Source: an optimization exercise on an open RTL-to-GDS flow (aim: small area and a short achievable clock period). Production flows keep margins and buffers that such runs may drop.
Only simulation tests tie the RTL to the original design; equivalence was not proved.
No activity file was given, so power comes from the tool's default toggle rates.

==> flow/design.v <==
package l0_buffer_pkg;
   typedef logic [32-1:0]    port_word_t;    
   typedef logic [5-1:0]   buf_count_t;    
   typedef logic [2-1:0] port_vec_t;     
   typedef enum logic [1:0] {
      RST_IDLE  = 2'd0,
      RST_HOLD  = 2'd1,
      RST_PULSE = 2'd2,
      RST_DONE  = 2'd3
   } rst_state_e;
   typedef enum logic [1:0] {EV_NONE = 2'd0, EV_SOB = 2'd1, EV_EOB = 2'd2} burst_event_e;
endpackage
`timescale 1ns/1ps
module reset_sequencer (
   input  logic clk_pll_200,
   input  logic reset,
   output logic soft_reset,
   output logic ready
);
   localparam int CNT_W = $clog2(32 + 16 + 1);
   logic [CNT_W-1:0] cnt;    
   always_ff @(posedge clk_pll_200) begin
      if (reset) begin
         cnt        <= '0;
         soft_reset <= 1'b0;
         ready      <= 1'b0;
      end else begin
         if (!ready) begin
            cnt <= cnt + CNT_W'(1);
         end
         soft_reset <= (cnt >= CNT_W'(32)) &&
                       (cnt <  CNT_W'(32 + 16));
         ready      <= ready | (cnt == CNT_W'(32 + 16));
      end
   end
endmodule
`timescale 1ns/1ps
module burst_dispatcher (
   input  logic clk_pll_200,
   input  logic reset,
   input  logic soft_reset,
   input  logic flush,
   input  logic burst,
   output logic ecrst,
   output logic bcrst
);
   logic burst_q;    
   logic clear;
   assign clear = reset | soft_reset | flush;
   always_ff @(posedge clk_pll_200) begin
      if (clear) begin
         burst_q <= 1'b0;
         ecrst   <= 1'b0;
         bcrst   <= 1'b0;
      end else begin
         burst_q <= burst;
         ecrst   <= burst ^ burst_q;
         bcrst   <= burst & ~burst_q;
      end
   end
endmodule
`timescale 1ns/1ps
module primitive_buffer (
   input  logic                      clk_pll_200,
   input  logic                      reset,
   input  logic                      soft_reset,
   input  logic                      flush,
   input  logic                      burst,
   input  logic                      wr_en,
   input  l0_buffer_pkg::port_word_t wr_data,
   input  logic                      rd_en,
   output l0_buffer_pkg::port_word_t rd_data,
   output logic                      empty,
   output logic                      full,
   output logic                      refill_req
);
   localparam int DEPTH = 16;
   localparam int MEM_D = DEPTH - 1;    
   localparam int PTR_W = $clog2(MEM_D);
   l0_buffer_pkg::port_word_t  mem [MEM_D];
   l0_buffer_pkg::port_word_t  head;
   l0_buffer_pkg::port_word_t  mem_q;
   logic [PTR_W-1:0]           wr_ptr;
   logic [MEM_D-1:0]           rd_sel;    
   logic [DEPTH:1]             occ;       
   logic                       clear;
   logic                       one;
   logic                       wr_ok;
   logic                       rd_ok;
   logic                       inc;
   logic                       dec;
   logic                       mem_wr;
   logic                       mem_rd;
   logic                       head_ld;
   logic                       head_wr;
   logic                       head_mem;
   assign clear  = reset | soft_reset | flush;
   assign one    = occ[1] & ~occ[2];
   assign wr_ok  = wr_en & ~occ[DEPTH];    
   assign rd_ok  = rd_en & occ[1];         
   assign inc    = wr_ok & ~rd_ok;
   assign dec    = rd_ok & ~wr_ok;
   assign mem_wr = wr_ok & occ[1] & ~(one & rd_en);
   assign mem_rd = rd_en & occ[2];
   for (genvar i = 0; i < MEM_D; i++) begin : g_mem
      always_ff @(posedge clk_pll_200) begin
         if (wr_en & ~occ[DEPTH] & (wr_ptr == PTR_W'(i))) begin
            mem[i] <= wr_data;
         end
      end
   end
   always_comb begin
      mem_q = '0;
      for (int i = 0; i < MEM_D; i++) begin
         mem_q = mem_q | (mem[i] & {32{rd_sel[i]}});
      end
   end
   assign head_ld  = rd_en | ~occ[1];
   assign head_wr  = head_ld & ~occ[2];
   assign head_mem = head_ld & occ[2];
   always_ff @(posedge clk_pll_200) begin
      head <= ({32{head_wr}}  & wr_data)
            | ({32{head_mem}} & mem_q)
            | ({32{~head_ld}} & head);
   end
   always_ff @(posedge clk_pll_200) begin
      if (clear) begin
         wr_ptr     <= '0;
         rd_sel     <= MEM_D'(1);
         occ        <= '0;
         empty      <= 1'b1;
         full       <= 1'b0;
         refill_req <= 1'b0;
      end else begin
         if (mem_wr) begin
            wr_ptr <= (wr_ptr == PTR_W'(MEM_D - 1)) ? '0 : wr_ptr + PTR_W'(1);
         end
         if (mem_rd) begin
            rd_sel <= {rd_sel[MEM_D-2:0], rd_sel[MEM_D-1]};
         end
         if (inc) begin
            occ <= {occ[DEPTH-1:1], 1'b1};
         end else if (dec) begin
            occ <= {1'b0, occ[DEPTH:2]};
         end
         empty      <= inc ? 1'b0 : dec ? ~occ[2] : ~occ[1];
         full       <= inc ? occ[DEPTH-1] : dec ? 1'b0 : occ[DEPTH];
         refill_req <= burst & ~occ[4];
      end
   end
   assign rd_data = head;
endmodule
`timescale 1ns/1ps
module l0_buffer_top (
   input  logic                                 clk_pll_200,
   input  logic                                 reset,
   input  logic                                 burst,
   input  logic                                 flush,
   input  logic [2-1:0]             wr_en,
   input  logic [2*32-1:0]  wr_data,
   input  logic [2-1:0]             rd_en,
   output logic [2*32-1:0]  rd_data,
   output logic [2-1:0]             empty,
   output logic [2-1:0]             full,
   output logic [2-1:0]             refill_req,
   output logic                                 ecrst,
   output logic                                 bcrst,
   output logic                                 ready
);
   logic soft_reset;    
   reset_sequencer u_reset_sequencer (
      .clk_pll_200 (clk_pll_200),
      .reset       (reset),
      .soft_reset  (soft_reset),
      .ready       (ready)
   );
   burst_dispatcher u_burst_dispatcher (
      .clk_pll_200 (clk_pll_200),
      .reset       (reset),
      .soft_reset  (soft_reset),
      .flush       (flush),
      .burst       (burst),
      .ecrst       (ecrst),
      .bcrst       (bcrst)
   );
   for (genvar p = 0; p < 2; p++) begin : g_port
      primitive_buffer u_buffer (
         .clk_pll_200 (clk_pll_200),
         .reset       (reset),
         .soft_reset  (soft_reset),
         .flush       (flush),
         .burst       (burst),         
         .wr_en       (wr_en[p]),
         .wr_data     (wr_data[32*p +: 32]),
         .rd_en       (rd_en[p]),
         .rd_data     (rd_data[32*p +: 32]),
         .empty       (empty[p]),
         .full        (full[p]),
         .refill_req  (refill_req[p])
      );
   end
endmodule
export LEC_CHECK = 0
export CAP_MARGIN = 20
export CORE_MARGIN = 2
export CORE_UTILIZATION = 65
export SETUP_SLACK_MARGIN = 1.8
export SLEW_MARGIN = 20
export TNS_END_PERCENT = 100
create_clock -name core_clock -period 3.8 [get_ports {clk_pll_200}]
standard.sh (not shown) runs the stock make flow with config.mk's settings and CLKGATE_MAP_FILE= SYNTH_SCRIPT=/design/flow/synth_recipe.tcl, a recipe that flattens the netlist after the stock synthesis.
==> flow/flow/run.sh <==
#!/bin/bash
# Standard layout, with the port buffers made from plain buffers.
set -euo pipefail
export BUFFER_PORTS_ARGS="-buffer_cell sky130_fd_sc_hd__buf_2"
bash standard.sh > standard.log 2>&1
Next try:
==> flow/flow/run.sh (replaced) <==
#!/bin/bash
# Standard synthesis, then the standard layout with plain buffers on the
# ports and without the delay-cell buffers in placement and timing repair.
set -euo pipefail
bash standard.sh synth > synth.log 2>&1
export BUFFER_PORTS_ARGS="-buffer_cell sky130_fd_sc_hd__buf_2"
export DONT_USE_CELLS="sky130_fd_sc_hd__clkdlybuf4s15_1 sky130_fd_sc_hd__clkdlybuf4s15_2 sky130_fd_sc_hd__clkdlybuf4s18_1 sky130_fd_sc_hd__clkdlybuf4s18_2 sky130_fd_sc_hd__clkdlybuf4s25_1 sky130_fd_sc_hd__clkdlybuf4s25_2 sky130_fd_sc_hd__clkdlybuf4s50_1 sky130_fd_sc_hd__clkdlybuf4s50_2"
bash standard.sh > layout.log 2>&1
--- a/flow/config.mk
+++ b/flow/config.mk
@@ -9,5 +9,7 @@
 export CORE_MARGIN = 2
 export CORE_UTILIZATION = 65
-export SETUP_SLACK_MARGIN = 1.8
+export CTS_CLUSTER_DIAMETER = 50
+export CTS_CLUSTER_SIZE = 24
+export SETUP_SLACK_MARGIN = 1.85
 export SLEW_MARGIN = 20
 export TNS_END_PERCENT = 100
After rerunning: The changed run passed the timing, DRC and antenna checks. Global-route usage grows by 0.70 points. Sequential power is about the same. Sequential cell count is unchanged.

re-timing with driven ports:
No port has a modelled driver above. Below, the same layouts with a new extraction and two added sets of constraints. Step 1, drivers: a clkbuf_16 drives clk_pll_200 and a buf_2 each remaining input, both assumed. Step 2, shift: input delay + t, output delay - t, t = (earliest + latest rising clock arrival at the registers) / 2. This alone moves slack from input paths to output paths. a / b / c = ideal / step 1 / step 2; a / b = the first two.
run	t (ns)	setup WS [ns]	worst setup path after step 2	latest minus earliest clock arrival (ns)	slew at the worst register clock pin (ns)
the first run	0.718	1.843 / 1.785 / 1.320	input to register	0.024 / 0.025	0.07 / 0.07
the second run	0.710	1.870 / 1.809 / 1.429	input to register	0.037 / 0.037	0.09 / 0.09
After both steps setup and hold are still met in every run listed. The setup slack of the first run, which loses most, moves by -0.058 ns with the drivers and by -0.523 ns with both steps.
